This is an optimization exercise on Yosys and OpenROAD, whose aim is small area, not a production implementation.
Function was checked by simulation only, so behaviour that the tests miss may differ from the original.

==> flow/design.v (outline; a module is shown in full before it is edited, if it fits) <==
// module fe_fa: 10 lines
// module fe_maj: 8 lines
// module fe_xnor: 7 lines
// module fe_or: 7 lines
// module fe_gpl: 9 lines
// module fe_and: 7 lines
// module fe_gp: 11 lines
// module fe_g: 8 lines
// module fe_ha: 9 lines
// module fe_speed: 492 lines
// module fe_ema_fast: 339 lines
// module fe_gt32: 43 lines
// module micro_doppler_classifier: 46 lines
// module fe_ema_snr: 564 lines
// module fe_ema_slow_g: 417 lines
// module fe_ema_fast_g: 404 lines
// module fe_ema_rcsdev: 600 lines
// module fe_gt5: 76 lines
// module feature_reporter: 50 lines
// module feature_ext_top: 150 lines
module feature_ext_top
#(
    parameter int REPORT_INTERVAL = 10,
    parameter int BASELINE_LEN    = 20       
) (
    input  logic                   clk,
    input  logic                   rst_n,
    input  logic signed [FP_W-1:0] vx,
    input  logic signed [FP_W-1:0] vy,
    input  logic signed [FP_W-1:0] nis_cv,
    input  logic                   imm_valid,
    input  logic signed [FP_W-1:0] rcs_amplitude,
    input  logic signed [FP_W-1:0] snr_db,
    input  logic signed [FP_W-1:0] doppler_spread_hz,
    input  logic signed [FP_W-1:0] micro_doppler_peak_hz,
    input  logic signed [FP_W-1:0] micro_doppler_period,
    input  logic                   rf_valid,
    output logic                   report_valid,
    output logic signed [FP_W-1:0] rpt_spd_avg,
    output logic signed [FP_W-1:0] rpt_spd_peak,
    output logic signed [FP_W-1:0] rpt_nis_avg,
    output logic signed [FP_W-1:0] rpt_nis_peak,
    output logic [MD_W-1:0]        rpt_md_type,
    output logic signed [FP_W-1:0] rpt_md_conf,
    output logic signed [FP_W-1:0] rpt_ecm_score,
    output logic                   rpt_ecm_detected,
    output logic                   ecm_noise_flag,
    output logic                   ecm_deception_flag
);
  // ...
==> flow/flow/run.sh <==
#!/bin/bash
# Layout flow: the standard flow (standard.sh, unchanged synthesis and steps),
# with the input/output port buffers made from the plain sky130 buffer
# (buf_1) instead of the delay buffer the resizer picks by default.
set -o pipefail
cp standard.sh standard.sh.txt
export BUFFER_PORTS_ARGS="-buffer_cell sky130_fd_sc_hd__buf_1"
bash standard.sh > standard.log 2>&1
status=$?
tail -40 standard.log
exit $status
==> flow/standard.sh <==
#!/bin/bash
# synth_recipe.tcl (not shown) runs the flow's synth.tcl, then flattens the netlist and writes it again
# the make line also repeats each setting of config.mk as NAME=value (left out here)
make -C /OpenROAD-flow-scripts/flow DESIGN_CONFIG=/design/flow/config.mk WORK_HOME=/design/flow/orfs CLKGATE_MAP_FILE= SYNTH_SCRIPT=/design/flow/synth_recipe.tcl "${@:-finish}"
==> flow/config.mk <==
export PLATFORM = sky130hd
export DESIGN_NAME = feature_ext_top
export DESIGN_NICKNAME = feature_ext_top
export VERILOG_FILES = /design/flow/design.v
export SDC_FILE = /design/flow/constraint.sdc
export NUM_CORES = 4
export LEC_CHECK = 0
export ABC_AREA = 0
export CAP_MARGIN = 20
export CORE_MARGIN = 2
export CORE_UTILIZATION = 60
export CTS_BUF_LIST = sky130_fd_sc_hd__clkbuf_16
export CTS_CLUSTER_DIAMETER = 100
export CTS_CLUSTER_SIZE = 25
export GPL_TIMING_DRIVEN = 1
export SLEW_MARGIN = 20
export SYNTH_HIERARCHICAL = 1
==> flow/constraint.sdc <==
create_clock -name core_clock -period 25.0 [get_ports {clk}]
set_input_delay 5.0000 -clock core_clock [delete_from_list [all_inputs] [get_ports {clk}]]
set_output_delay 5.0000 -clock core_clock [all_outputs]
set_load 0.01 [all_outputs]
==> key figures, run 1 <==
GRT
  • Met1 Usage GRT: 40.2%
  • Met3 GRT Util: about 4.7%
  • GRT Max-Usage Layer: met2

Setup path
  • Critical path's slowest cell: fa_1
  • CP Launch Type: input port
  • Crit-path max cell delay: between 0.5 and 0.6 ns
  • CP Capture Type: register
  • Setup crit end: rcs_dev_avg[27]
  • CP top delay family: adder cells
  • Worst setup path start: rcs_amplitude[1]

Route
  • Wire length on met3: 7.44 mm
  • Residual DRC: 0
  • DR iter-0 viols: 1,644

Cells and area
  • Top cell category: multi-input gates
  • Seq cells: 345

Yosys
  • XOR/XNOR Fraction of Synth Area: 4.00%
  • Post-synthesis cell count: ~4,300
  • #FFs+latches synth: about 350
  • Synth cell types: 75
  • Post-synthesis sequential area ratio: 15.5%
  • Simple-Gate Fraction of Synth Area: 7.52%
  • Post-synth top area cell: fa_1
  • Top post-synthesis cells by count: fa_1, inv_1, ha_1, xnor2_1, or2_1
  • Synth warn: 9
  • Adder-Cell Fraction of Synth Area: 63.2%
  • Most used DFF post-synth: dfrtp_1

Status
  • Status: no timing/DRC/antenna violations

Clocking
  • Clock root cell: clkbuf_16
  • CTS Sinks: approximately 350

Timing
  • Final setup vio count: 0

Die
  • Die ar.: 103,000 um2
==> run 2, diff against run 1 <==
--- a/flow/design.v
+++ b/flow/design.v
@@ -1084,31 +1084,31 @@
     logic t241c, t242s, t242c, t243s, t243c, t244s, t244c, t245s, t245c, t246s, t246c, t247s, t247c, t248s, t248c, t249s;
     logic t249c, t250s, t250c, t251s, t251c, t252s, t252c, t253s, t253c, t254s, t254c, t255s, t255c, t256s, t256c, t257s;
     logic t257c, t258s, t258c, t259s, t259c, t260x, t260o, t261s, t261c, t262s, t262c, t263s, t263c, t264s, t264c, t265s;
     logic t265c, t266s, t266c, t267s, t267c, t268s, t268c, t269s, t269c, t270s, t270c, t271s, t271c, t272s, t272c, t273s;
     logic t273c, t274s, t274c, t275s, t275c, t276s, t276c, t277s, t277c, t278s, t278c, t279s, t279c, t280s, t280c, t281x;
     logic t281o, t282x, t282o, t283x, t283o, t284s, t284c, t285x, t285o, t286x, t286o, t287x, t287o, t288s, t288c, t289;
     logic t290c, t291c, t292c, t293c, t294c, t295c, t296c, t297c, t298c, t299c, t300c, t301c, t302c, t303c, t304c, t305c;
     logic t306c, t307c, t308c, t309c, t310c, t311c, t312c, t313c, t314c, t315c, t316c, t317c, t318c, t319c, t320c, t321c;
-    logic t322c, t323c, t324c, t325c, t326c, t327s, t327c, t328s, t328c, t329s, t329c, t330s, t330c, t331s, t331c, t332x;
-    logic t332o, t333s, t333c, t334s, t334c, t335s, t335c, t336s, t336c, t342, t343s, t343c, t344s, t344c, t345s, t345c;
-    logic t346s, t346c, t347s, t347c, t348x, t348o, t349s, t349c, t350s, t350c, t351s, t351c, t352s, t352c, t358, t359s;
-    logic t359c, t360s, t360c, t361s, t361c, t362s, t362c, t363s, t363c, t364s, t364c, t365s, t365c, t366s, t366c, t367s;
-    logic t367c, t368s, t368c, t369s, t369c, t370s, t370c, t371s, t371c, t372s, t372c, t373s, t373c, t374s, t374c, t375s;
-    logic t375c, t376s, t376c, t377s, t377c, t378s, t378c, t379s, t379c, t380s, t380c, t381s, t381c, t382s, t382c, t383s;
-    logic t383c, t384s, t384c, t385s, t385c, t386s, t386c, t387s, t387c, t388s, t388c, t389s, t389c, t390s, t390c, t391s;
-    logic t391c, t392s, t392c, t393s, t393c, t394s, t394c, t395s, t395c, t396s, t396c, t397s, t397c, t398s, t398c, t399s;
-    logic t399c, t400s, t400c, t401s, t401c, t402s, t402c, t403s, t403c, t404s, t404c, t405s, t405c, t406s, t406c, t407s;
-    logic t407c, t408s, t408c, t409s, t409c, t410s, t410c, t411s, t411c, t412s, t412c, t413s, t413c, t414s, t414c, t415s;
-    logic t415c, t416s, t416c, t417s, t417c, t418s, t418c, t419s, t419c, t420s, t420c, t421s, t421c, t422x, t422o, t423o;
-    logic t424c, t425c, t426c, t427c, t428c, t429c, t430c, t431c, t432c, t433c, t434c, t435c, t436c, t437c, t438c, t439c;
-    logic t440c, t441c, t442c, t443c, t444c, t445s, t445c, t446s, t446c, t447s, t447c, t448s, t448c, t449s, t449c, t450x;
-    logic t450o, t451s, t451c, t452s, t452c, t453s, t453c, t454s, t454c, t460, t461s, t461c, t462s, t462c, t463s, t463c;
-    logic t464s, t464c, t465s, t465c, t466x, t466o, t467s, t467c, t468s, t468c, t469s, t469c, t470s, t470c, t476;
+    logic t322c, t323c, t324c, t325s, t325c, t326s, t326c, t327s, t327c, t328s, t328c, t329c, t330c, t331c, t332c, t333;
+    logic t334s, t334c, t335s, t335c, t336s, t336c, t337s, t337c, t338c, t339c, t340c, t341c, t342, t343s, t343c, t344s;
+    logic t344c, t345s, t345c, t346s, t346c, t347c, t348c, t349c, t350c, t351, t352s, t352c, t353s, t353c, t354s, t354c;
+    logic t355s, t355c, t356s, t356c, t357s, t357c, t358s, t358c, t359s, t359c, t360s, t360c, t361s, t361c, t362s, t362c;
+    logic t363s, t363c, t364s, t364c, t365s, t365c, t366s, t366c, t367s, t367c, t368s, t368c, t369s, t369c, t370s, t370c;
+    logic t371s, t371c, t372s, t372c, t373s, t373c, t374s, t374c, t375s, t375c, t376s, t376c, t377s, t377c, t378s, t378c;
+    logic t379s, t379c, t380s, t380c, t381s, t381c, t382s, t382c, t383s, t383c, t384s, t384c, t385s, t385c, t386s, t386c;
+    logic t387s, t387c, t388s, t388c, t389s, t389c, t390s, t390c, t391s, t391c, t392s, t392c, t393s, t393c, t394s, t394c;
+    logic t395s, t395c, t396s, t396c, t397s, t397c, t398s, t398c, t399s, t399c, t400s, t400c, t401s, t401c, t402s, t402c;
+    logic t403s, t403c, t404s, t404c, t405s, t405c, t406s, t406c, t407s, t407c, t408s, t408c, t409s, t409c, t410s, t410c;
+    logic t411s, t411c, t412s, t412c, t413s, t413c, t414s, t414c, t415x, t415o, t416o, t417c, t418c, t419c, t420c, t421c;
+    logic t422c, t423c, t424c, t425c, t426c, t427c, t428c, t429c, t430c, t431c, t432c, t433c, t434c, t435c, t436s, t436c;
+    logic t437s, t437c, t438s, t438c, t439s, t439c, t440c, t441c, t442c, t443c, t444, t445s, t445c, t446s, t446c, t447s;
+    logic t447c, t448s, t448c, t449c, t450c, t451c, t452c, t453, t454s, t454c, t455s, t455c, t456s, t456c, t457s, t457c;
+    logic t458c, t459c, t460c, t461c, t462;
     fe_xnor u1x (.a(x[0]), .b(~a[0]), .y(t1x));
     fe_or u1o (.a(x[0]), .b(~a[0]), .y(t1o));
     fe_fa u2 (.a(x[1]), .b(~a[1]), .c(t1o), .s(t2s), .co(t2c));
     fe_fa u3 (.a(x[2]), .b(~a[2]), .c(t2c), .s(t3s), .co(t3c));
     fe_fa u4 (.a(x[3]), .b(~a[3]), .c(t3c), .s(t4s), .co(t4c));
     fe_fa u5 (.a(x[4]), .b(~a[4]), .c(t4c), .s(t5s), .co(t5c));
     fe_fa u6 (.a(x[5]), .b(~a[5]), .c(t5c), .s(t6s), .co(t6c));
     fe_fa u7 (.a(x[6]), .b(~a[6]), .c(t6c), .s(t7s), .co(t7c));
@@ -1447,174 +1447,156 @@
     fe_fa u317 (.a(t272s), .b(t271c), .c(t316c), .s(r[12]), .co(t317c));
     fe_fa u318 (.a(t273s), .b(t272c), .c(t317c), .s(r[13]), .co(t318c));
     fe_fa u319 (.a(t274s), .b(t273c), .c(t318c), .s(r[14]), .co(t319c));
     fe_fa u320 (.a(t275s), .b(t274c), .c(t319c), .s(r[15]), .co(t320c));
     fe_fa u321 (.a(t276s), .b(t275c), .c(t320c), .s(r[16]), .co(t321c));
     fe_fa u322 (.a(t277s), .b(t276c), .c(t321c), .s(r[17]), .co(t322c));
     fe_fa u323 (.a(t278s), .b(t277c), .c(t322c), .s(r[18]), .co(t323c));
     fe_fa u324 (.a(t279s), .b(t278c), .c(t323c), .s(r[19]), .co(t324c));
-    fe_fa u325 (.a(t280s), .b(t279c), .c(t324c), .s(r[20]), .co(t325c));
-    fe_fa u326 (.a(t281x), .b(t280c), .c(t325c), .s(r[21]), .co(t326c));
-    fe_ha u327 (.a(t282x), .b(t281o), .s(t327s), .co(t327c));
+    fe_ha u325 (.a(t280s), .b(t279c), .s(t325s), .co(t325c));
+    fe_fa u326 (.a(t281x), .b(t280c), .c(t325c), .s(t326s), .co(t326c));
+    fe_fa u327 (.a(t282x), .b(t281o), .c(t326c), .s(t327s), .co(t327c));
     fe_fa u328 (.a(t283x), .b(t282o), .c(t327c), .s(t328s), .co(t328c));
-    fe_fa u329 (.a(t284s), .b(t283o), .c(t328c), .s(t329s), .co(t329c));
-    fe_fa u330 (.a(t285x), .b(t284c), .c(t329c), .s(t330s), .co(t330c));
-    fe_fa u331 (.a(t286x), .b(t285o), .c(t330c), .s(t331s), .co(t331c));
-    fe_xnor u332x (.a(t282x), .b(t281o), .y(t332x));
-    fe_or u332o (.a(t282x), .b(t281o), .y(t332o));
-    fe_fa u333 (.a(t283x), .b(t282o), .c(t332o), .s(t333s), .co(t333c));
-    fe_fa u334 (.a(t284s), .b(t283o), .c(t333c), .s(t334s), .co(t334c));
+    fe_ha u329 (.a(t325s), .b(t324c), .s(r[20]), .co(t329c));
+    fe_ha u330 (.a(t326s), .b(t329c), .s(r[21]), .co(t330c));
+    fe_ha u331 (.a(t327s), .b(t330c), .s(r[22]), .co(t331c));
+    fe_ha u332 (.a(t328s), .b(t331c), .s(r[23]), .co(t332c));
+    assign t333 = t328c | t332c;
+    fe_ha u334 (.a(t284s), .b(t283o), .s(t334s), .co(t334c));
     fe_fa u335 (.a(t285x), .b(t284c), .c(t334c), .s(t335s), .co(t335c));
     fe_fa u336 (.a(t286x), .b(t285o), .c(t335c), .s(t336s), .co(t336c));
-    assign r[22] = t326c ? t332x : t327s;
-    assign r[23] = t326c ? t333s : t328s;
-    assign r[24] = t326c ? t334s : t329s;
-    assign r[25] = t326c ? t335s : t330s;
-    assign r[26] = t326c ? t336s : t331s;
-    assign t342 = t326c ? t336c : t331c;
-    fe_ha u343 (.a(t287x), .b(t286o), .s(t343s), .co(t343c));
-    fe_fa u344 (.a(t288s), .b(t287o), .c(t343c), .s(t344s), .co(t344c));
-    fe_fa u345 (.a(~a[29]), .b(t288c), .c(t344c), .s(t345s), .co(t345c));
-    fe_fa u346 (.a(~a[30]), .b(a[29]), .c(t345c), .s(t346s), .co(t346c));
-    fe_fa u347 (.a(~a[31]), .b(a[30]), .c(t346c), .s(t347s), .co(t347c));
-    fe_xnor u348x (.a(t287x), .b(t286o), .y(t348x));
-    fe_or u348o (.a(t287x), .b(t286o), .y(t348o));
-    fe_fa u349 (.a(t288s), .b(t287o), .c(t348o), .s(t349s), .co(t349c));
-    fe_fa u350 (.a(~a[29]), .b(t288c), .c(t349c), .s(t350s), .co(t350c));
-    fe_fa u351 (.a(~a[30]), .b(a[29]), .c(t350c), .s(t351s), .co(t351c));
-    fe_fa u352 (.a(~a[31]), .b(a[30]), .c(t351c), .s(t352s), .co(t352c));
-    assign r[27] = t342 ? t348x : t343s;
-    assign r[28] = t342 ? t349s : t344s;
-    assign r[29] = t342 ? t350s : t345s;
-    assign r[30] = t342 ? t351s : t346s;
-    assign r[31] = t342 ? t352s : t347s;
-    assign t358 = t342 ? t352c : t347c;
-    fe_ha u359 (.a(t260x), .b(t259c), .s(t359s), .co(t359c));
-    fe_ha u360 (.a(t304c), .b(~x[0]), .s(t360s), .co(t360c));
-    fe_fa u361 (.a(t261s), .b(t260o), .c(~x[1]), .s(t361s), .co(t361c));
-    fe_ha u362 (.a(t262s), .b(t261c), .s(t362s), .co(t362c));
-    fe_ha u363 (.a(t263s), .b(t262c), .s(t363s), .co(t363c));
-    fe_ha u364 (.a(t264s), .b(t263c), .s(t364s), .co(t364c));
-    fe_ha u365 (.a(t265s), .b(t264c), .s(t365s), .co(t365c));
-    fe_ha u366 (.a(t266s), .b(t265c), .s(t366s), .co(t366c));
-    fe_ha u367 (.a(t267s), .b(t266c), .s(t367s), .co(t367c));
-    fe_ha u368 (.a(t268s), .b(t267c), .s(t368s), .co(t368c));
-    fe_ha u369 (.a(t269s), .b(t268c), .s(t369s), .co(t369c));
-    fe_ha u370 (.a(t270s), .b(t269c), .s(t370s), .co(t370c));
-    fe_ha u371 (.a(t271s), .b(t270c), .s(t371s), .co(t371c));
-    fe_ha u372 (.a(t272s), .b(t271c), .s(t372s), .co(t372c));
-    fe_ha u373 (.a(t273s), .b(t272c), .s(t373s), .co(t373c));
-    fe_ha u374 (.a(t274s), .b(t273c), .s(t374s), .co(t374c));
-    fe_ha u375 (.a(t275s), .b(t274c), .s(t375s), .co(t375c));
-    fe_ha u376 (.a(t276s), .b(t275c), .s(t376s), .co(t376c));
-    fe_ha u377 (.a(t277s), .b(t276c), .s(t377s), .co(t377c));
-    fe_ha u378 (.a(t278s), .b(t277c), .s(t378s), .co(t378c));
-    fe_ha u379 (.a(t279s), .b(t278c), .s(t379s), .co(t379c));
-    fe_ha u380 (.a(t280s), .b(t279c), .s(t380s), .co(t380c));
-    fe_ha u381 (.a(t281x), .b(t280c), .s(t381s), .co(t381c));
-    fe_ha u382 (.a(t282x), .b(t281o), .s(t382s), .co(t382c));
-    fe_ha u383 (.a(t283x), .b(t282o), .s(t383s), .co(t383c));
-    fe_ha u384 (.a(t284s), .b(t283o), .s(t384s), .co(t384c));
-    fe_ha u385 (.a(t285x), .b(t284c), .s(t385s), .co(t385c));
-    fe_ha u386 (.a(t286x), .b(t285o), .s(t386s), .co(t386c));
-    fe_ha u387 (.a(t287x), .b(t286o), .s(t387s), .co(t387c));
-    fe_ha u388 (.a(t288s), .b(t287o), .s(t388s), .co(t388c));
-    fe_ha u389 (.a(~a[29]), .b(t288c), .s(t389s), .co(t389c));
-    fe_ha u390 (.a(~a[30]), .b(a[29]), .s(t390s), .co(t390c));
-    fe_fa u391 (.a(~a[31]), .b(a[30]), .c(x[31]), .s(t391s), .co(t391c));
-    fe_ha u392 (.a(t359c), .b(t361s), .s(t392s), .co(t392c));
-    fe_fa u393 (.a(~x[2]), .b(t362s), .c(t361c), .s(t393s), .co(t393c));
-    fe_fa u394 (.a(~x[3]), .b(t363s), .c(t362c), .s(t394s), .co(t394c));
-    fe_fa u395 (.a(~x[4]), .b(t364s), .c(t363c), .s(t395s), .co(t395c));
-    fe_fa u396 (.a(~x[5]), .b(t365s), .c(t364c), .s(t396s), .co(t396c));
-    fe_fa u397 (.a(~x[6]), .b(t366s), .c(t365c), .s(t397s), .co(t397c));
-    fe_fa u398 (.a(~x[7]), .b(t367s), .c(t366c), .s(t398s), .co(t398c));
-    fe_fa u399 (.a(~x[8]), .b(t368s), .c(t367c), .s(t399s), .co(t399c));
-    fe_fa u400 (.a(~x[9]), .b(t369s), .c(t368c), .s(t400s), .co(t400c));
-    fe_fa u401 (.a(~x[10]), .b(t370s), .c(t369c), .s(t401s), .co(t401c));
-    fe_fa u402 (.a(~x[11]), .b(t371s), .c(t370c), .s(t402s), .co(t402c));
-    fe_fa u403 (.a(~x[12]), .b(t372s), .c(t371c), .s(t403s), .co(t403c));
-    fe_fa u404 (.a(~x[13]), .b(t373s), .c(t372c), .s(t404s), .co(t404c));
-    fe_fa u405 (.a(~x[14]), .b(t374s), .c(t373c), .s(t405s), .co(t405c));
-    fe_fa u406 (.a(~x[15]), .b(t375s), .c(t374c), .s(t406s), .co(t406c));
-    fe_fa u407 (.a(~x[16]), .b(t376s), .c(t375c), .s(t407s), .co(t407c));
-    fe_fa u408 (.a(~x[17]), .b(t377s), .c(t376c), .s(t408s), .co(t408c));
-    fe_fa u409 (.a(~x[18]), .b(t378s), .c(t377c), .s(t409s), .co(t409c));
-    fe_fa u410 (.a(~x[19]), .b(t379s), .c(t378c), .s(t410s), .co(t410c));
-    fe_fa u411 (.a(~x[20]), .b(t380s), .c(t379c), .s(t411s), .co(t411c));
-    fe_fa u412 (.a(~x[21]), .b(t381s), .c(t380c), .s(t412s), .co(t412c));
-    fe_fa u413 (.a(~x[22]), .b(t382s), .c(t381c), .s(t413s), .co(t413c));
-    fe_fa u414 (.a(~x[23]), .b(t383s), .c(t382c), .s(t414s), .co(t414c));
-    fe_fa u415 (.a(~x[24]), .b(t384s), .c(t383c), .s(t415s), .co(t415c));
-    fe_fa u416 (.a(~x[25]), .b(t385s), .c(t384c), .s(t416s), .co(t416c));
-    fe_fa u417 (.a(~x[26]), .b(t386s), .c(t385c), .s(t417s), .co(t417c));
-    fe_fa u418 (.a(~x[27]), .b(t387s), .c(t386c), .s(t418s), .co(t418c));
-    fe_fa u419 (.a(~x[28]), .b(t388s), .c(t387c), .s(t419s), .co(t419c));
-    fe_fa u420 (.a(~x[29]), .b(t389s), .c(t388c), .s(t420s), .co(t420c));
-    fe_fa u421 (.a(~x[30]), .b(t390s), .c(t389c), .s(t421s), .co(t421c));
-    fe_xnor u422x (.a(t391s), .b(t390c), .y(t422x));
-    fe_or u422o (.a(t391s), .b(t390c), .y(t422o));
-    fe_xnor u423x (.a(t359s), .b(t360s), .y(r2[0]));
-    fe_or u423o (.a(t359s), .b(t360s), .y(t423o));
-    fe_fa u424 (.a(t360c), .b(t392s), .c(t423o), .s(r2[1]), .co(t424c));
-    fe_fa u425 (.a(t393s), .b(t392c), .c(t424c), .s(r2[2]), .co(t425c));
-    fe_fa u426 (.a(t394s), .b(t393c), .c(t425c), .s(r2[3]), .co(t426c));
-    fe_fa u427 (.a(t395s), .b(t394c), .c(t426c), .s(r2[4]), .co(t427c));
-    fe_fa u428 (.a(t396s), .b(t395c), .c(t427c), .s(r2[5]), .co(t428c));
-    fe_fa u429 (.a(t397s), .b(t396c), .c(t428c), .s(r2[6]), .co(t429c));
-    fe_fa u430 (.a(t398s), .b(t397c), .c(t429c), .s(r2[7]), .co(t430c));
-    fe_fa u431 (.a(t399s), .b(t398c), .c(t430c), .s(r2[8]), .co(t431c));
-    fe_fa u432 (.a(t400s), .b(t399c), .c(t431c), .s(r2[9]), .co(t432c));
-    fe_fa u433 (.a(t401s), .b(t400c), .c(t432c), .s(r2[10]), .co(t433c));
-    fe_fa u434 (.a(t402s), .b(t401c), .c(t433c), .s(r2[11]), .co(t434c));
-    fe_fa u435 (.a(t403s), .b(t402c), .c(t434c), .s(r2[12]), .co(t435c));
-    fe_fa u436 (.a(t404s), .b(t403c), .c(t435c), .s(r2[13]), .co(t436c));
-    fe_fa u437 (.a(t405s), .b(t404c), .c(t436c), .s(r2[14]), .co(t437c));
-    fe_fa u438 (.a(t406s), .b(t405c), .c(t437c), .s(r2[15]), .co(t438c));
-    fe_fa u439 (.a(t407s), .b(t406c), .c(t438c), .s(r2[16]), .co(t439c));
-    fe_fa u440 (.a(t408s), .b(t407c), .c(t439c), .s(r2[17]), .co(t440c));
-    fe_fa u441 (.a(t409s), .b(t408c), .c(t440c), .s(r2[18]), .co(t441c));
-    fe_fa u442 (.a(t410s), .b(t409c), .c(t441c), .s(r2[19]), .co(t442c));
-    fe_fa u443 (.a(t411s), .b(t410c), .c(t442c), .s(r2[20]), .co(t443c));
-    fe_fa u444 (.a(t412s), .b(t411c), .c(t443c), .s(r2[21]), .co(t444c));
-    fe_ha u445 (.a(t413s), .b(t412c), .s(t445s), .co(t445c));
-    fe_fa u446 (.a(t414s), .b(t413c), .c(t445c), .s(t446s), .co(t446c));
-    fe_fa u447 (.a(t415s), .b(t414c), .c(t446c), .s(t447s), .co(t447c));
-    fe_fa u448 (.a(t416s), .b(t415c), .c(t447c), .s(t448s), .co(t448c));
-    fe_fa u449 (.a(t417s), .b(t416c), .c(t448c), .s(t449s), .co(t449c));
-    fe_xnor u450x (.a(t413s), .b(t412c), .y(t450x));
-    fe_or u450o (.a(t413s), .b(t412c), .y(t450o));
-    fe_fa u451 (.a(t414s), .b(t413c), .c(t450o), .s(t451s), .co(t451c));
-    fe_fa u452 (.a(t415s), .b(t414c), .c(t451c), .s(t452s), .co(t452c));
-    fe_fa u453 (.a(t416s), .b(t415c), .c(t452c), .s(t453s), .co(t453c));
-    fe_fa u454 (.a(t417s), .b(t416c), .c(t453c), .s(t454s), .co(t454c));
-    assign r2[22] = t444c ? t450x : t445s;
-    assign r2[23] = t444c ? t451s : t446s;
-    assign r2[24] = t444c ? t452s : t447s;
-    assign r2[25] = t444c ? t453s : t448s;
-    assign r2[26] = t444c ? t454s : t449s;
-    assign t460 = t444c ? t454c : t449c;
-    fe_ha u461 (.a(t418s), .b(t417c), .s(t461s), .co(t461c));
-    fe_fa u462 (.a(t419s), .b(t418c), .c(t461c), .s(t462s), .co(t462c));
-    fe_fa u463 (.a(t420s), .b(t419c), .c(t462c), .s(t463s), .co(t463c));
-    fe_fa u464 (.a(t421s), .b(t420c), .c(t463c), .s(t464s), .co(t464c));
-    fe_fa u465 (.a(t422x), .b(t421c), .c(t464c), .s(t465s), .co(t465c));
-    fe_xnor u466x (.a(t418s), .b(t417c), .y(t466x));
-    fe_or u466o (.a(t418s), .b(t417c), .y(t466o));
-    fe_fa u467 (.a(t419s), .b(t418c), .c(t466o), .s(t467s), .co(t467c));
-    fe_fa u468 (.a(t420s), .b(t419c), .c(t467c), .s(t468s), .co(t468c));
-    fe_fa u469 (.a(t421s), .b(t420c), .c(t468c), .s(t469s), .co(t469c));
-    fe_fa u470 (.a(t422x), .b(t421c), .c(t469c), .s(t470s), .co(t470c));
-    assign r2[27] = t460 ? t466x : t461s;
-    assign r2[28] = t460 ? t467s : t462s;
-    assign r2[29] = t460 ? t468s : t463s;
-    assign r2[30] = t460 ? t469s : t464s;
-    assign r2[31] = t460 ? t470s : t465s;
-    assign t476 = t460 ? t470c : t465c;
+    fe_fa u337 (.a(t287x), .b(t286o), .c(t336c), .s(t337s), .co(t337c));
+    fe_ha u338 (.a(t334s), .b(t333), .s(r[24]), .co(t338c));
+    fe_ha u339 (.a(t335s), .b(t338c), .s(r[25]), .co(t339c));
+    fe_ha u340 (.a(t336s), .b(t339c), .s(r[26]), .co(t340c));
+    fe_ha u341 (.a(t337s), .b(t340c), .s(r[27]), .co(t341c));
+    assign t342 = t337c | t341c;
+    fe_ha u343 (.a(t288s), .b(t287o), .s(t343s), .co(t343c));
+    fe_fa u344 (.a(~a[29]), .b(t288c), .c(t343c), .s(t344s), .co(t344c));
+    fe_fa u345 (.a(~a[30]), .b(a[29]), .c(t344c), .s(t345s), .co(t345c));
+    fe_fa u346 (.a(~a[31]), .b(a[30]), .c(t345c), .s(t346s), .co(t346c));
+    fe_ha u347 (.a(t343s), .b(t342), .s(r[28]), .co(t347c));
+    fe_ha u348 (.a(t344s), .b(t347c), .s(r[29]), .co(t348c));
+    fe_ha u349 (.a(t345s), .b(t348c), .s(r[30]), .co(t349c));
+    fe_ha u350 (.a(t346s), .b(t349c), .s(r[31]), .co(t350c));
+    assign t351 = t346c | t350c;
+    fe_ha u352 (.a(t260x), .b(t259c), .s(t352s), .co(t352c));
+    fe_ha u353 (.a(t304c), .b(~x[0]), .s(t353s), .co(t353c));
+    fe_fa u354 (.a(t261s), .b(t260o), .c(~x[1]), .s(t354s), .co(t354c));
+    fe_ha u355 (.a(t262s), .b(t261c), .s(t355s), .co(t355c));
+    fe_ha u356 (.a(t263s), .b(t262c), .s(t356s), .co(t356c));
+    fe_ha u357 (.a(t264s), .b(t263c), .s(t357s), .co(t357c));
+    fe_ha u358 (.a(t265s), .b(t264c), .s(t358s), .co(t358c));
+    fe_ha u359 (.a(t266s), .b(t265c), .s(t359s), .co(t359c));
+    fe_ha u360 (.a(t267s), .b(t266c), .s(t360s), .co(t360c));
+    fe_ha u361 (.a(t268s), .b(t267c), .s(t361s), .co(t361c));
+    fe_ha u362 (.a(t269s), .b(t268c), .s(t362s), .co(t362c));
+    fe_ha u363 (.a(t270s), .b(t269c), .s(t363s), .co(t363c));
+    fe_ha u364 (.a(t271s), .b(t270c), .s(t364s), .co(t364c));
+    fe_ha u365 (.a(t272s), .b(t271c), .s(t365s), .co(t365c));
+    fe_ha u366 (.a(t273s), .b(t272c), .s(t366s), .co(t366c));
+    fe_ha u367 (.a(t274s), .b(t273c), .s(t367s), .co(t367c));
+    fe_ha u368 (.a(t275s), .b(t274c), .s(t368s), .co(t368c));
+    fe_ha u369 (.a(t276s), .b(t275c), .s(t369s), .co(t369c));
+    fe_ha u370 (.a(t277s), .b(t276c), .s(t370s), .co(t370c));
+    fe_ha u371 (.a(t278s), .b(t277c), .s(t371s), .co(t371c));
+    fe_ha u372 (.a(t279s), .b(t278c), .s(t372s), .co(t372c));
+    fe_ha u373 (.a(t280s), .b(t279c), .s(t373s), .co(t373c));
+    fe_ha u374 (.a(t281x), .b(t280c), .s(t374s), .co(t374c));
+    fe_ha u375 (.a(t282x), .b(t281o), .s(t375s), .co(t375c));
+    fe_ha u376 (.a(t283x), .b(t282o), .s(t376s), .co(t376c));
+    fe_ha u377 (.a(t284s), .b(t283o), .s(t377s), .co(t377c));
+    fe_ha u378 (.a(t285x), .b(t284c), .s(t378s), .co(t378c));
+    fe_ha u379 (.a(t286x), .b(t285o), .s(t379s), .co(t379c));
+    fe_ha u380 (.a(t287x), .b(t286o), .s(t380s), .co(t380c));
+    fe_ha u381 (.a(t288s), .b(t287o), .s(t381s), .co(t381c));
+    fe_ha u382 (.a(~a[29]), .b(t288c), .s(t382s), .co(t382c));
+    fe_ha u383 (.a(~a[30]), .b(a[29]), .s(t383s), .co(t383c));
+    fe_fa u384 (.a(~a[31]), .b(a[30]), .c(x[31]), .s(t384s), .co(t384c));
+    fe_ha u385 (.a(t352c), .b(t354s), .s(t385s), .co(t385c));
+    fe_fa u386 (.a(~x[2]), .b(t355s), .c(t354c), .s(t386s), .co(t386c));
+    fe_fa u387 (.a(~x[3]), .b(t356s), .c(t355c), .s(t387s), .co(t387c));
+    fe_fa u388 (.a(~x[4]), .b(t357s), .c(t356c), .s(t388s), .co(t388c));
+    fe_fa u389 (.a(~x[5]), .b(t358s), .c(t357c), .s(t389s), .co(t389c));
+    fe_fa u390 (.a(~x[6]), .b(t359s), .c(t358c), .s(t390s), .co(t390c));
+    fe_fa u391 (.a(~x[7]), .b(t360s), .c(t359c), .s(t391s), .co(t391c));
+    fe_fa u392 (.a(~x[8]), .b(t361s), .c(t360c), .s(t392s), .co(t392c));
+    fe_fa u393 (.a(~x[9]), .b(t362s), .c(t361c), .s(t393s), .co(t393c));
+    fe_fa u394 (.a(~x[10]), .b(t363s), .c(t362c), .s(t394s), .co(t394c));
+    fe_fa u395 (.a(~x[11]), .b(t364s), .c(t363c), .s(t395s), .co(t395c));
+    fe_fa u396 (.a(~x[12]), .b(t365s), .c(t364c), .s(t396s), .co(t396c));
+    fe_fa u397 (.a(~x[13]), .b(t366s), .c(t365c), .s(t397s), .co(t397c));
+    fe_fa u398 (.a(~x[14]), .b(t367s), .c(t366c), .s(t398s), .co(t398c));
+    fe_fa u399 (.a(~x[15]), .b(t368s), .c(t367c), .s(t399s), .co(t399c));
+    fe_fa u400 (.a(~x[16]), .b(t369s), .c(t368c), .s(t400s), .co(t400c));
+    fe_fa u401 (.a(~x[17]), .b(t370s), .c(t369c), .s(t401s), .co(t401c));
+    fe_fa u402 (.a(~x[18]), .b(t371s), .c(t370c), .s(t402s), .co(t402c));
+    fe_fa u403 (.a(~x[19]), .b(t372s), .c(t371c), .s(t403s), .co(t403c));
+    fe_fa u404 (.a(~x[20]), .b(t373s), .c(t372c), .s(t404s), .co(t404c));
+    fe_fa u405 (.a(~x[21]), .b(t374s), .c(t373c), .s(t405s), .co(t405c));
+    fe_fa u406 (.a(~x[22]), .b(t375s), .c(t374c), .s(t406s), .co(t406c));
+    fe_fa u407 (.a(~x[23]), .b(t376s), .c(t375c), .s(t407s), .co(t407c));
+    fe_fa u408 (.a(~x[24]), .b(t377s), .c(t376c), .s(t408s), .co(t408c));
+    fe_fa u409 (.a(~x[25]), .b(t378s), .c(t377c), .s(t409s), .co(t409c));
+    fe_fa u410 (.a(~x[26]), .b(t379s), .c(t378c), .s(t410s), .co(t410c));
+    fe_fa u411 (.a(~x[27]), .b(t380s), .c(t379c), .s(t411s), .co(t411c));
+    fe_fa u412 (.a(~x[28]), .b(t381s), .c(t380c), .s(t412s), .co(t412c));
+    fe_fa u413 (.a(~x[29]), .b(t382s), .c(t381c), .s(t413s), .co(t413c));
+    fe_fa u414 (.a(~x[30]), .b(t383s), .c(t382c), .s(t414s), .co(t414c));
+    fe_xnor u415x (.a(t384s), .b(t383c), .y(t415x));
+    fe_or u415o (.a(t384s), .b(t383c), .y(t415o));
+    fe_xnor u416x (.a(t352s), .b(t353s), .y(r2[0]));
+    fe_or u416o (.a(t352s), .b(t353s), .y(t416o));
+    fe_fa u417 (.a(t353c), .b(t385s), .c(t416o), .s(r2[1]), .co(t417c));
+    fe_fa u418 (.a(t386s), .b(t385c), .c(t417c), .s(r2[2]), .co(t418c));
+    fe_fa u419 (.a(t387s), .b(t386c), .c(t418c), .s(r2[3]), .co(t419c));
+    fe_fa u420 (.a(t388s), .b(t387c), .c(t419c), .s(r2[4]), .co(t420c));
+    fe_fa u421 (.a(t389s), .b(t388c), .c(t420c), .s(r2[5]), .co(t421c));
+    fe_fa u422 (.a(t390s), .b(t389c), .c(t421c), .s(r2[6]), .co(t422c));
+    fe_fa u423 (.a(t391s), .b(t390c), .c(t422c), .s(r2[7]), .co(t423c));
+    fe_fa u424 (.a(t392s), .b(t391c), .c(t423c), .s(r2[8]), .co(t424c));
+    fe_fa u425 (.a(t393s), .b(t392c), .c(t424c), .s(r2[9]), .co(t425c));
+    fe_fa u426 (.a(t394s), .b(t393c), .c(t425c), .s(r2[10]), .co(t426c));
+    fe_fa u427 (.a(t395s), .b(t394c), .c(t426c), .s(r2[11]), .co(t427c));
+    fe_fa u428 (.a(t396s), .b(t395c), .c(t427c), .s(r2[12]), .co(t428c));
+    fe_fa u429 (.a(t397s), .b(t396c), .c(t428c), .s(r2[13]), .co(t429c));
+    fe_fa u430 (.a(t398s), .b(t397c), .c(t429c), .s(r2[14]), .co(t430c));
+    fe_fa u431 (.a(t399s), .b(t398c), .c(t430c), .s(r2[15]), .co(t431c));
+    fe_fa u432 (.a(t400s), .b(t399c), .c(t431c), .s(r2[16]), .co(t432c));
+    fe_fa u433 (.a(t401s), .b(t400c), .c(t432c), .s(r2[17]), .co(t433c));
+    fe_fa u434 (.a(t402s), .b(t401c), .c(t433c), .s(r2[18]), .co(t434c));
+    fe_fa u435 (.a(t403s), .b(t402c), .c(t434c), .s(r2[19]), .co(t435c));
+    fe_ha u436 (.a(t404s), .b(t403c), .s(t436s), .co(t436c));
+    fe_fa u437 (.a(t405s), .b(t404c), .c(t436c), .s(t437s), .co(t437c));
+    fe_fa u438 (.a(t406s), .b(t405c), .c(t437c), .s(t438s), .co(t438c));
+    fe_fa u439 (.a(t407s), .b(t406c), .c(t438c), .s(t439s), .co(t439c));
+    fe_ha u440 (.a(t436s), .b(t435c), .s(r2[20]), .co(t440c));
+    fe_ha u441 (.a(t437s), .b(t440c), .s(r2[21]), .co(t441c));
+    fe_ha u442 (.a(t438s), .b(t441c), .s(r2[22]), .co(t442c));
+    fe_ha u443 (.a(t439s), .b(t442c), .s(r2[23]), .co(t443c));
+    assign t444 = t439c | t443c;
+    fe_ha u445 (.a(t408s), .b(t407c), .s(t445s), .co(t445c));
+    fe_fa u446 (.a(t409s), .b(t408c), .c(t445c), .s(t446s), .co(t446c));
+    fe_fa u447 (.a(t410s), .b(t409c), .c(t446c), .s(t447s), .co(t447c));
+    fe_fa u448 (.a(t411s), .b(t410c), .c(t447c), .s(t448s), .co(t448c));
+    fe_ha u449 (.a(t445s), .b(t444), .s(r2[24]), .co(t449c));
+    fe_ha u450 (.a(t446s), .b(t449c), .s(r2[25]), .co(t450c));
+    fe_ha u451 (.a(t447s), .b(t450c), .s(r2[26]), .co(t451c));
+    fe_ha u452 (.a(t448s), .b(t451c), .s(r2[27]), .co(t452c));
+    assign t453 = t448c | t452c;
+    fe_ha u454 (.a(t412s), .b(t411c), .s(t454s), .co(t454c));
+    fe_fa u455 (.a(t413s), .b(t412c), .c(t454c), .s(t455s), .co(t455c));
+    fe_fa u456 (.a(t414s), .b(t413c), .c(t455c), .s(t456s), .co(t456c));
+    fe_fa u457 (.a(t415x), .b(t414c), .c(t456c), .s(t457s), .co(t457c));
+    fe_ha u458 (.a(t454s), .b(t453), .s(r2[28]), .co(t458c));
+    fe_ha u459 (.a(t455s), .b(t458c), .s(r2[29]), .co(t459c));
+    fe_ha u460 (.a(t456s), .b(t459c), .s(r2[30]), .co(t460c));
+    fe_ha u461 (.a(t457s), .b(t460c), .s(r2[31]), .co(t461c));
+    assign t462 = t457c | t461c;
 endmodule
 module fe_ema_slow_g (
     input logic [31:0] a,
     input logic [31:0] x,
     input logic g,
     output logic [31:0] r
 );
     logic t1x, t1o, t2s, t2c, t3s, t3c, t4s, t4c, t5s, t5c, t6s, t6c, t7s, t7c, t8s, t8c;
@@ -1647,19 +1629,19 @@
     logic t241c, t242s, t242c, t243s, t243c, t244s, t244c, t245s, t245c, t246s, t246c, t247s, t247c, t248s, t248c, t249s;
     logic t249c, t250s, t250c, t251s, t251c, t252s, t252c, t253s, t253c, t254s, t254c, t255s, t255c, t256s, t256c, t257s;
     logic t257c, t258s, t258c, t259s, t259c, t260x, t260o, t261s, t261c, t262s, t262c, t263s, t263c, t264s, t264c, t265s;
     logic t265c, t266s, t266c, t267s, t267c, t268s, t268c, t269s, t269c, t270s, t270c, t271s, t271c, t272s, t272c, t273s;
     logic t273c, t274s, t274c, t275s, t275c, t276s, t276c, t277s, t277c, t278s, t278c, t279s, t279c, t280s, t280c, t281x;
     logic t281o, t282x, t282o, t283x, t283o, t284s, t284c, t285x, t285o, t286x, t286o, t287x, t287o, t288s, t288c, t289;
     logic t290c, t291c, t292c, t293c, t294c, t295c, t296c, t297c, t298c, t299c, t300c, t301c, t302c, t303c, t304c, t305c;
     logic t306c, t307c, t308c, t309c, t310c, t311c, t312c, t313c, t314c, t315c, t316c, t317c, t318c, t319c, t320c, t321c;
-    logic t322c, t323c, t324c, t325c, t326c, t327s, t327c, t328s, t328c, t329s, t329c, t330s, t330c, t331s, t331c, t332c;
-    logic t333c, t334c, t335c, t336c, t337, t338s, t338c, t339s, t339c, t340s, t340c, t341s, t341c, t342s, t342c, t343c;
-    logic t344c, t345c, t346c, t347c, t348;
+    logic t322c, t323c, t324c, t325s, t325c, t326s, t326c, t327s, t327c, t328s, t328c, t329c, t330c, t331c, t332c, t333;
+    logic t334s, t334c, t335s, t335c, t336s, t336c, t337s, t337c, t338c, t339c, t340c, t341c, t342, t343s, t343c, t344s;
+    logic t344c, t345s, t345c, t346s, t346c, t347c, t348c, t349c, t350c, t351;
     fe_xnor u1x (.a(x[0]), .b(~a[0]), .y(t1x));
     fe_or u1o (.a(x[0]), .b(~a[0]), .y(t1o));
     fe_fa u2 (.a(x[1]), .b(~a[1]), .c(t1o), .s(t2s), .co(t2c));
     fe_fa u3 (.a(x[2]), .b(~a[2]), .c(t2c), .s(t3s), .co(t3c));
     fe_fa u4 (.a(x[3]), .b(~a[3]), .c(t3c), .s(t4s), .co(t4c));
     fe_fa u5 (.a(x[4]), .b(~a[4]), .c(t4c), .s(t5s), .co(t5c));
     fe_fa u6 (.a(x[5]), .b(~a[5]), .c(t5c), .s(t6s), .co(t6c));
     fe_fa u7 (.a(x[6]), .b(~a[6]), .c(t6c), .s(t7s), .co(t7c));
@@ -1998,40 +1980,43 @@
     fe_fa u317 (.a(t272s), .b(t271c), .c(t316c), .s(r[12]), .co(t317c));
     fe_fa u318 (.a(t273s), .b(t272c), .c(t317c), .s(r[13]), .co(t318c));
     fe_fa u319 (.a(t274s), .b(t273c), .c(t318c), .s(r[14]), .co(t319c));
     fe_fa u320 (.a(t275s), .b(t274c), .c(t319c), .s(r[15]), .co(t320c));
     fe_fa u321 (.a(t276s), .b(t275c), .c(t320c), .s(r[16]), .co(t321c));
     fe_fa u322 (.a(t277s), .b(t276c), .c(t321c), .s(r[17]), .co(t322c));
     fe_fa u323 (.a(t278s), .b(t277c), .c(t322c), .s(r[18]), .co(t323c));
     fe_fa u324 (.a(t279s), .b(t278c), .c(t323c), .s(r[19]), .co(t324c));
-    fe_fa u325 (.a(t280s), .b(t279c), .c(t324c), .s(r[20]), .co(t325c));
-    fe_fa u326 (.a(t281x), .b(t280c), .c(t325c), .s(r[21]), .co(t326c));
-    fe_ha u327 (.a(t282x), .b(t281o), .s(t327s), .co(t327c));
+    fe_ha u325 (.a(t280s), .b(t279c), .s(t325s), .co(t325c));
+    fe_fa u326 (.a(t281x), .b(t280c), .c(t325c), .s(t326s), .co(t326c));
+    fe_fa u327 (.a(t282x), .b(t281o), .c(t326c), .s(t327s), .co(t327c));
     fe_fa u328 (.a(t283x), .b(t282o), .c(t327c), .s(t328s), .co(t328c));
-    fe_fa u329 (.a(t284s), .b(t283o), .c(t328c), .s(t329s), .co(t329c));
-    fe_fa u330 (.a(t285x), .b(t284c), .c(t329c), .s(t330s), .co(t330c));
-    fe_fa u331 (.a(t286x), .b(t285o), .c(t330c), .s(t331s), .co(t331c));
-    fe_ha u332 (.a(t327s), .b(t326c), .s(r[22]), .co(t332c));
-    fe_ha u333 (.a(t328s), .b(t332c), .s(r[23]), .co(t333c));
-    fe_ha u334 (.a(t329s), .b(t333c), .s(r[24]), .co(t334c));
-    fe_ha u335 (.a(t330s), .b(t334c), .s(r[25]), .co(t335c));
-    fe_ha u336 (.a(t331s), .b(t335c), .s(r[26]), .co(t336c));
-    assign t337 = t331c | t336c;
-    fe_ha u338 (.a(t287x), .b(t286o), .s(t338s), .co(t338c));
-    fe_fa u339 (.a(t288s), .b(t287o), .c(t338c), .s(t339s), .co(t339c));
-    fe_fa u340 (.a(~a[29]), .b(t288c), .c(t339c), .s(t340s), .co(t340c));
-    fe_fa u341 (.a(~a[30]), .b(a[29]), .c(t340c), .s(t341s), .co(t341c));
-    fe_fa u342 (.a(~a[31]), .b(a[30]), .c(t341c), .s(t342s), .co(t342c));
-    fe_ha u343 (.a(t338s), .b(t337), .s(r[27]), .co(t343c));
-    fe_ha u344 (.a(t339s), .b(t343c), .s(r[28]), .co(t344c));
-    fe_ha u345 (.a(t340s), .b(t344c), .s(r[29]), .co(t345c));
-    fe_ha u346 (.a(t341s), .b(t345c), .s(r[30]), .co(t346c));
-    fe_ha u347 (.a(t342s), .b(t346c), .s(r[31]), .co(t347c));
-    assign t348 = t342c | t347c;
+    fe_ha u329 (.a(t325s), .b(t324c), .s(r[20]), .co(t329c));
+    fe_ha u330 (.a(t326s), .b(t329c), .s(r[21]), .co(t330c));
+    fe_ha u331 (.a(t327s), .b(t330c), .s(r[22]), .co(t331c));
+    fe_ha u332 (.a(t328s), .b(t331c), .s(r[23]), .co(t332c));
+    assign t333 = t328c | t332c;
+    fe_ha u334 (.a(t284s), .b(t283o), .s(t334s), .co(t334c));
+    fe_fa u335 (.a(t285x), .b(t284c), .c(t334c), .s(t335s), .co(t335c));
+    fe_fa u336 (.a(t286x), .b(t285o), .c(t335c), .s(t336s), .co(t336c));
+    fe_fa u337 (.a(t287x), .b(t286o), .c(t336c), .s(t337s), .co(t337c));
+    fe_ha u338 (.a(t334s), .b(t333), .s(r[24]), .co(t338c));
+    fe_ha u339 (.a(t335s), .b(t338c), .s(r[25]), .co(t339c));
+    fe_ha u340 (.a(t336s), .b(t339c), .s(r[26]), .co(t340c));
+    fe_ha u341 (.a(t337s), .b(t340c), .s(r[27]), .co(t341c));
+    assign t342 = t337c | t341c;
+    fe_ha u343 (.a(t288s), .b(t287o), .s(t343s), .co(t343c));
+    fe_fa u344 (.a(~a[29]), .b(t288c), .c(t343c), .s(t344s), .co(t344c));
+    fe_fa u345 (.a(~a[30]), .b(a[29]), .c(t344c), .s(t345s), .co(t345c));
+    fe_fa u346 (.a(~a[31]), .b(a[30]), .c(t345c), .s(t346s), .co(t346c));
+    fe_ha u347 (.a(t343s), .b(t342), .s(r[28]), .co(t347c));
+    fe_ha u348 (.a(t344s), .b(t347c), .s(r[29]), .co(t348c));
+    fe_ha u349 (.a(t345s), .b(t348c), .s(r[30]), .co(t349c));
+    fe_ha u350 (.a(t346s), .b(t349c), .s(r[31]), .co(t350c));
+    assign t351 = t346c | t350c;
 endmodule
 module fe_ema_fast_g (
     input logic [31:0] a,
     input logic [31:0] x,
     input logic g,
     output logic [31:0] r
 );
     logic t1x, t1o, t2s, t2c, t3s, t3c, t4s, t4c, t5s, t5c, t6s, t6c, t7s, t7c, t8s, t8c;
@@ -2062,19 +2047,20 @@
     logic t225s, t225c, t226s, t226c, t227s, t227c, t228s, t228c, t229s, t229c, t230s, t230c, t231s, t231c, t232s, t232c;
     logic t233s, t233c, t234s, t234c, t235s, t235c, t236s, t236c, t237s, t237c, t238s, t238c, t239s, t239c, t240s, t240c;
     logic t241s, t241c, t242s, t242c, t243s, t243c, t244s, t244c, t245s, t245c, t246s, t246c, t247s, t247c, t248x, t248o;
     logic t249s, t249c, t250s, t250c, t251s, t251c, t252s, t252c, t253s, t253c, t254s, t254c, t255s, t255c, t256s, t256c;
     logic t257s, t257c, t258s, t258c, t259s, t259c, t260s, t260c, t261s, t261c, t262s, t262c, t263s, t263c, t264s, t264c;
     logic t265s, t265c, t266s, t266c, t267s, t267c, t268s, t268c, t269s, t269c, t270s, t270c, t271s, t271c, t272x, t272o;
     logic t273x, t273o, t274x, t274o, t275s, t275c, t276x, t276o, t277s, t277c, t278, t279c, t280c, t281c, t282c, t283c;
     logic t284c, t285c, t286c, t287c, t288c, t289c, t290c, t291c, t292c, t293c, t294c, t295c, t296c, t297c, t298c, t299c;
-    logic t300c, t301c, t302c, t303c, t304c, t305c, t306c, t307c, t308c, t309c, t310c, t311c, t312c, t313c, t314c, t315s;
-    logic t315c, t316s, t316c, t317s, t317c, t318s, t318c, t319s, t319c, t320c, t321c, t322c, t323c, t324c, t325, t326s;
-    logic t326c, t327s, t327c, t328s, t328c, t329s, t329c, t330s, t330c, t331c, t332c, t333c, t334c, t335c, t336;
+    logic t300c, t301c, t302c, t303c, t304c, t305c, t306c, t307c, t308c, t309c, t310c, t311c, t312c, t313s, t313c, t314s;
+    logic t314c, t315s, t315c, t316s, t316c, t317c, t318c, t319c, t320c, t321, t322s, t322c, t323s, t323c, t324s, t324c;
+    logic t325s, t325c, t326c, t327c, t328c, t329c, t330, t331s, t331c, t332s, t332c, t333s, t333c, t334s, t334c, t335c;
+    logic t336c, t337c, t338c, t339;
     fe_xnor u1x (.a(x[0]), .b(~a[0]), .y(t1x));
     fe_or u1o (.a(x[0]), .b(~a[0]), .y(t1o));
     fe_fa u2 (.a(x[1]), .b(~a[1]), .c(t1o), .s(t2s), .co(t2c));
     fe_fa u3 (.a(x[2]), .b(~a[2]), .c(t2c), .s(t3s), .co(t3c));
     fe_fa u4 (.a(x[3]), .b(~a[3]), .c(t3c), .s(t4s), .co(t4c));
     fe_fa u5 (.a(x[4]), .b(~a[4]), .c(t4c), .s(t5s), .co(t5c));
     fe_fa u6 (.a(x[5]), .b(~a[5]), .c(t5c), .s(t6s), .co(t6c));
     fe_fa u7 (.a(x[6]), .b(~a[6]), .c(t6c), .s(t7s), .co(t7c));
@@ -2402,40 +2388,43 @@
     fe_fa u305 (.a(t260s), .b(t259c), .c(t304c), .s(r[12]), .co(t305c));
     fe_fa u306 (.a(t261s), .b(t260c), .c(t305c), .s(r[13]), .co(t306c));
     fe_fa u307 (.a(t262s), .b(t261c), .c(t306c), .s(r[14]), .co(t307c));
     fe_fa u308 (.a(t263s), .b(t262c), .c(t307c), .s(r[15]), .co(t308c));
     fe_fa u309 (.a(t264s), .b(t263c), .c(t308c), .s(r[16]), .co(t309c));
     fe_fa u310 (.a(t265s), .b(t264c), .c(t309c), .s(r[17]), .co(t310c));
     fe_fa u311 (.a(t266s), .b(t265c), .c(t310c), .s(r[18]), .co(t311c));
     fe_fa u312 (.a(t267s), .b(t266c), .c(t311c), .s(r[19]), .co(t312c));
-    fe_fa u313 (.a(t268s), .b(t267c), .c(t312c), .s(r[20]), .co(t313c));
-    fe_fa u314 (.a(t269s), .b(t268c), .c(t313c), .s(r[21]), .co(t314c));
-    fe_ha u315 (.a(t270s), .b(t269c), .s(t315s), .co(t315c));
+    fe_ha u313 (.a(t268s), .b(t267c), .s(t313s), .co(t313c));
+    fe_fa u314 (.a(t269s), .b(t268c), .c(t313c), .s(t314s), .co(t314c));
+    fe_fa u315 (.a(t270s), .b(t269c), .c(t314c), .s(t315s), .co(t315c));
     fe_fa u316 (.a(t271s), .b(t270c), .c(t315c), .s(t316s), .co(t316c));
-    fe_fa u317 (.a(t272x), .b(t271c), .c(t316c), .s(t317s), .co(t317c));
-    fe_fa u318 (.a(t273x), .b(t272o), .c(t317c), .s(t318s), .co(t318c));
-    fe_fa u319 (.a(t274x), .b(t273o), .c(t318c), .s(t319s), .co(t319c));
-    fe_ha u320 (.a(t315s), .b(t314c), .s(r[22]), .co(t320c));
-    fe_ha u321 (.a(t316s), .b(t320c), .s(r[23]), .co(t321c));
-    fe_ha u322 (.a(t317s), .b(t321c), .s(r[24]), .co(t322c));
-    fe_ha u323 (.a(t318s), .b(t322c), .s(r[25]), .co(t323c));
-    fe_ha u324 (.a(t319s), .b(t323c), .s(r[26]), .co(t324c));
-    assign t325 = t319c | t324c;
-    fe_ha u326 (.a(t275s), .b(t274o), .s(t326s), .co(t326c));
-    fe_fa u327 (.a(t276x), .b(t275c), .c(t326c), .s(t327s), .co(t327c));
-    fe_fa u328 (.a(t277s), .b(t276o), .c(t327c), .s(t328s), .co(t328c));
-    fe_fa u329 (.a(~a[30]), .b(t277c), .c(t328c), .s(t329s), .co(t329c));
-    fe_fa u330 (.a(~a[31]), .b(a[30]), .c(t329c), .s(t330s), .co(t330c));
-    fe_ha u331 (.a(t326s), .b(t325), .s(r[27]), .co(t331c));
-    fe_ha u332 (.a(t327s), .b(t331c), .s(r[28]), .co(t332c));
-    fe_ha u333 (.a(t328s), .b(t332c), .s(r[29]), .co(t333c));
-    fe_ha u334 (.a(t329s), .b(t333c), .s(r[30]), .co(t334c));
-    fe_ha u335 (.a(t330s), .b(t334c), .s(r[31]), .co(t335c));
-    assign t336 = t330c | t335c;
+    fe_ha u317 (.a(t313s), .b(t312c), .s(r[20]), .co(t317c));
+    fe_ha u318 (.a(t314s), .b(t317c), .s(r[21]), .co(t318c));
+    fe_ha u319 (.a(t315s), .b(t318c), .s(r[22]), .co(t319c));
+    fe_ha u320 (.a(t316s), .b(t319c), .s(r[23]), .co(t320c));
+    assign t321 = t316c | t320c;
+    fe_ha u322 (.a(t272x), .b(t271c), .s(t322s), .co(t322c));
+    fe_fa u323 (.a(t273x), .b(t272o), .c(t322c), .s(t323s), .co(t323c));
+    fe_fa u324 (.a(t274x), .b(t273o), .c(t323c), .s(t324s), .co(t324c));
+    fe_fa u325 (.a(t275s), .b(t274o), .c(t324c), .s(t325s), .co(t325c));
+    fe_ha u326 (.a(t322s), .b(t321), .s(r[24]), .co(t326c));
+    fe_ha u327 (.a(t323s), .b(t326c), .s(r[25]), .co(t327c));
+    fe_ha u328 (.a(t324s), .b(t327c), .s(r[26]), .co(t328c));
+    fe_ha u329 (.a(t325s), .b(t328c), .s(r[27]), .co(t329c));
+    assign t330 = t325c | t329c;
+    fe_ha u331 (.a(t276x), .b(t275c), .s(t331s), .co(t331c));
+    fe_fa u332 (.a(t277s), .b(t276o), .c(t331c), .s(t332s), .co(t332c));
+    fe_fa u333 (.a(~a[30]), .b(t277c), .c(t332c), .s(t333s), .co(t333c));
+    fe_fa u334 (.a(~a[31]), .b(a[30]), .c(t333c), .s(t334s), .co(t334c));
+    fe_ha u335 (.a(t331s), .b(t330), .s(r[28]), .co(t335c));
+    fe_ha u336 (.a(t332s), .b(t335c), .s(r[29]), .co(t336c));
+    fe_ha u337 (.a(t333s), .b(t336c), .s(r[30]), .co(t337c));
+    fe_ha u338 (.a(t334s), .b(t337c), .s(r[31]), .co(t338c));
+    assign t339 = t334c | t338c;
 endmodule
 module fe_ema_rcsdev (
     input logic [31:0] a,
     input logic [31:0] rcs,
     input logic [31:0] base,
     input logic g,
     output logic [31:0] r
 );
==> flow/config.mk (replaced) <==
export PLATFORM = sky130hd
export DESIGN_NAME = feature_ext_top
export DESIGN_NICKNAME = feature_ext_top
export VERILOG_FILES = /design/flow/design.v
export SDC_FILE = /design/flow/constraint.sdc
export NUM_CORES = 4
export LEC_CHECK = 0
export ABC_AREA = 0
export CAP_MARGIN = 20
export CORE_MARGIN = 2
export CORE_UTILIZATION = 60
export CTS_BUF_LIST = sky130_fd_sc_hd__clkbuf_8
export CTS_CLUSTER_DIAMETER = 60
export CTS_CLUSTER_SIZE = 12
export GPL_TIMING_DRIVEN = 0
export SLEW_MARGIN = 20
export SYNTH_HIERARCHICAL = 1
==> run 2 against run 1 <==
Critical path depth stayed put; final area is 1.2% higher; global-route usage is 0.54 points lower.
==> key figures, run 2 <==
Route
  • Wirelength per Cell: 21.7 um (was 22.4 um)
  • Total wire length: 135 mm (was 139 mm)
  • DRT Pass-1 Iters: 5 (unchanged)
  • DR iter-0 viols: 1,242 (was 1,644)
  • Residual DRC: 0 (unchanged)
  • Final ANT Viol Nets: 0 (unchanged)
  • Vias: 33,697 (was 33,917)
  • Via density per instance: 5.41 (was 5.47)

Cells and area
  • Nets@finish: 7,061 (was 7,027)
  • Commonest non-fill, non-tap cell in the layout: fa_1 (unchanged)
  • Area Growth Syn to Fin: 10.3% (was 8.44%)
  • Filler cells: 7,503 (was 7,767)
  • Layout cell share with drive strength beyond 1: 18.0% (was 14.1%)
  • Most frequent cells in the layout: fa_1, inv_1, buf_1, ha_1, xnor2_1 (unchanged)
  • Register Area: 9330 um2 (about the same)
  • Final non-filler cell total: 6,229 (was 6,199)
  • Area of the multi-input gates: 49,000 um2 (was 48,600 um2)

Clocking
  • CTS Buf Count: 53 (was 29)
  • Clock root cell: clkbuf_8 (was clkbuf_16)
  • CTS H-Tree Depth: 2 (was 1)
  • Clock Path Buffers: 3 (unchanged)
  • TritonCTS clock tree: yes (unchanged)
  • CTS clk-pin slew, worst paths: 0.08 ns (was 0.09 ns)
  • CTS Sinks: 345 (unchanged)
  • CTS Hold Bufs: 0 (unchanged)
  • Clock Latency Late Sink: 0.75 ns (was 0.66 ns)

Placement
  • DP Cell Count: 6,050 (was 6,141)
  • DP Wirelength: 120 mm (was 123 mm)
  • Global placer's final weighted congestion: 0.934 (was 0.929)
  • Port buffer count: 402 (was 403)

Timing
  • Setup Skew: 0.0735 ns (was 0.0445 ns)
  • Final Hold Viols: 0 (unchanged)
  • RSZ-0062 raised after global routing: yes (was no)
  • Tcrit/Tclk final: 98.5% (was 97.8%)
  • Hold slack: 0.449 ns (was 0.453 ns)
  • F_max: 0.0406 GHz (was 0.0409 GHz)
  • Final Max Tran Viols: 0 (unchanged)
  • Worst-Margin Slew: 1.20 ns (was 1.02 ns)
  • Fin crit period: 24.62 ns (was 24.44 ns)
  • Final setup vio count: 0 (unchanged)
  • Worst slew margin: 20.3% (was 31.9%)

Yosys
  • Post-synth EDFFs: 137 (unchanged)
  • Area contributors post-synth: fa_1, dfrtp_1, edfxtp_1, ha_1, maj3_2 (unchanged)
  • Synth warn: 9 (unchanged)
  • Cell Area, Synth: 59,900 um2 (was 60,200 um2)
  • Synth cell types: 73 (was 75)
  • Post-synth top area cell: fa_1 (unchanged)
  • Post-synthesis sequential area ratio: 15.6% (was 15.5%)
  • Top-area cell type share of the netlist area: 53.8% (was 54.2%)
  • Count leader, synth: fa_1 (unchanged)
  • #FFs+latches synth: 345 (unchanged)
  • Async S/R FF share, synth: 60.3% (unchanged)
  • Syn avg cell area: 14.0 um2 (about the same)
  • Top post-synthesis cells by count: fa_1, inv_1, ha_1, xnor2_1, or2_1 (unchanged)
  • Most used DFF post-synth: dfrtp_1 (unchanged)
  • Post-synthesis cell count: 4,295 (was 4,309)

GRT
  • GRT Util Overall: 28.2% (was 28.7%)
  • GRT overflow: 0 (unchanged)
  • First-pass GRT wire length: 218 mm (was 222 mm)
  • Initial antenna violation count: 3 (was 11)
  • Vias in the first global route: 39,032 (was 38,750)
  • Largest net degree at the start of global routing: 33 (was 80)

Die
  • Core Region: 98,700 um2 (was 99,900 um2)
  • Die ar.: 102,000 um2 (was 103,000 um2)
  • FP Rows: 115 (was 116)
  • I/O pin count: 459 (unchanged)
  • Initial Utilization: 60.7% (was 60.3%)
  • Height of the die: 320 um (was 321 um)
  • Die X: 320 um (was 321 um)

Setup path
  • CP Capture Type: register (unchanged)
  • WP buf/inv: 1 (was 2)
  • Most used cell along the critical path: fa_2 (was fa_1)
  • CP top delay family: adder cells (unchanged)
  • CP Launch Type: input port (unchanged)
  • WP data arrival: 25.00 ns (was 24.95 ns)
  • Crit-path max cell delay: 0.61 ns (was 0.54 ns)
  • Critical path data required time: 25.39 ns (was 25.51 ns)
  • Setup CP Type: input port to register (unchanged)
  • Critical path's slowest cell: fa_2 (was fa_1)
  • Crit-path max FO: 8 (was 5)

Status
  • Status: no timing/DRC/antenna violations (unchanged)

Min path
  • HP Class: register to register (unchanged)

Job
  • Max-cap violations: 0 (unchanged)
[run 2: worst reg2reg max path: cells and delay by family, from the launching register on]
family,cells,cell delay (ns)
flops,1,0.63
mux,1,0.27
simple gates,1,0.33
fa+ha+maj,51,21.33
[run 2: stage by stage]
stage	worst slack, ns	utilization, %	instance area [um2]	setup TNS, ns
6_report	0.384	66.9	66100	0
2_1_floorplan	0.122	-	60100	0
5_1_grt	-0.0469	66.9	66100	-0.0882
4_1_cts	0.0104	66.0	65100	0
3_3_place_gp	-1.76	64.1	63200	-15.12
3_5_place_dp	-1.92	64.3	63500	-17.67
[run 2: kinds of logic (layout without fill, tap and decap cells)]
family	after synthesis	in the layout	share of synthesized area [%]
simple gates	712	712	7.58
mux	213	213	3.89
buf+inv	557	1149	4.13
xor+xnor	263	263	3.96
flops	345	345	15.6
compound gates	108	108	1.33
other cells	1	56	0.00626
fa+ha+maj	2096	2096	63.5
[run 2: Yosys stat by module (local to each module, per instance), excerpt]
module	cell area (um2)	times used	flip-flops and latches
fe_ema_snr	617	1	0
fe_gt5	145	1	0
fe_xnor	8.76	163	0
fe_or	6.26	160	0
micro_doppler_classifier	531	1	0
feature_reporter	743	1	0
fe_fa	20.0	1610	0
fe_ema_fast	194	2	0
fe_ema_rcsdev	1130	1	0
fe_gp	13.8	55	0
[run 2: final cells by class]
cell class	instances	share of cell area, %
buffer	107	1.21
sequential	345	14.1
tap	1287	2.44
timing repair buffer	493	3.67
clock inverter	43	0.634
clock buffer	57	1.19
multi-input combinational	3447	74.2
antenna	1	0.00379
inverter	449	2.56
[run 2: worst paths after layout]
check                                start           end  slack (ns)  depth (start not counted)
worst max-delay path             snr_db[0]    snr_gap_hi        0.38                         58
worst min-delay path            md_code[0]     code_s[0]        0.45                          0
worst max register to register  spd_cur[0]   spd_avg[31]        2.27                         53
worst min register to register  md_code[0]     code_s[0]        0.45                          0
max in group asynchronous            rst_n  snr_base[19]       19.55                          6
min in group asynchronous            rst_n   nis_peak[6]        4.05                          1
[run 2: repair_timing]
item	4_1_cts	5_1_grt
cloned	0	2
setup endpoints to repair	12	18
pin swaps	27	62
resized for setup	75	164
buffers inserted	21	56
[run 2: metal layers]
metal	routed length, um	track usage (%)	vias up
li1	-	-	14747
met5	11	0	-
met1	55300	37.8	18022
met4	3930	7.54	2
met3	9060	6.88	166
met2	67100	46.5	760

[what the ideal ports hide]
Ports are ideal in the flow. The routed layouts listed here were re-timed in OpenROAD.
Step 1 assumes that a clkbuf_16 drives the clock port and a buf_2 every other input.
Step 2 times the ports against the registers' clock, not the clock port: input delays grow and output delays shrink by t, the midpoint of the rising clock arrivals with the driver on.
a / b / c = no drivers / after step 1 / after step 2; a / b = the first two.
run | t, ns | setup WS [ns] | slew at the worst register clock pin (ns)
run 1 | 0.710 | 0.558 / 0.606 / -0.104 | 0.10 / 0.10
run 2 | 0.782 | 0.384 / 0.423 / -0.359 | 0.09 / 0.09
Met with ideal ports but missed after step 2: setup timing in run 1 and run 2. For run 2, which loses most, drivers alone change the setup slack by +0.039 ns; drivers and shift together by -0.743 ns.
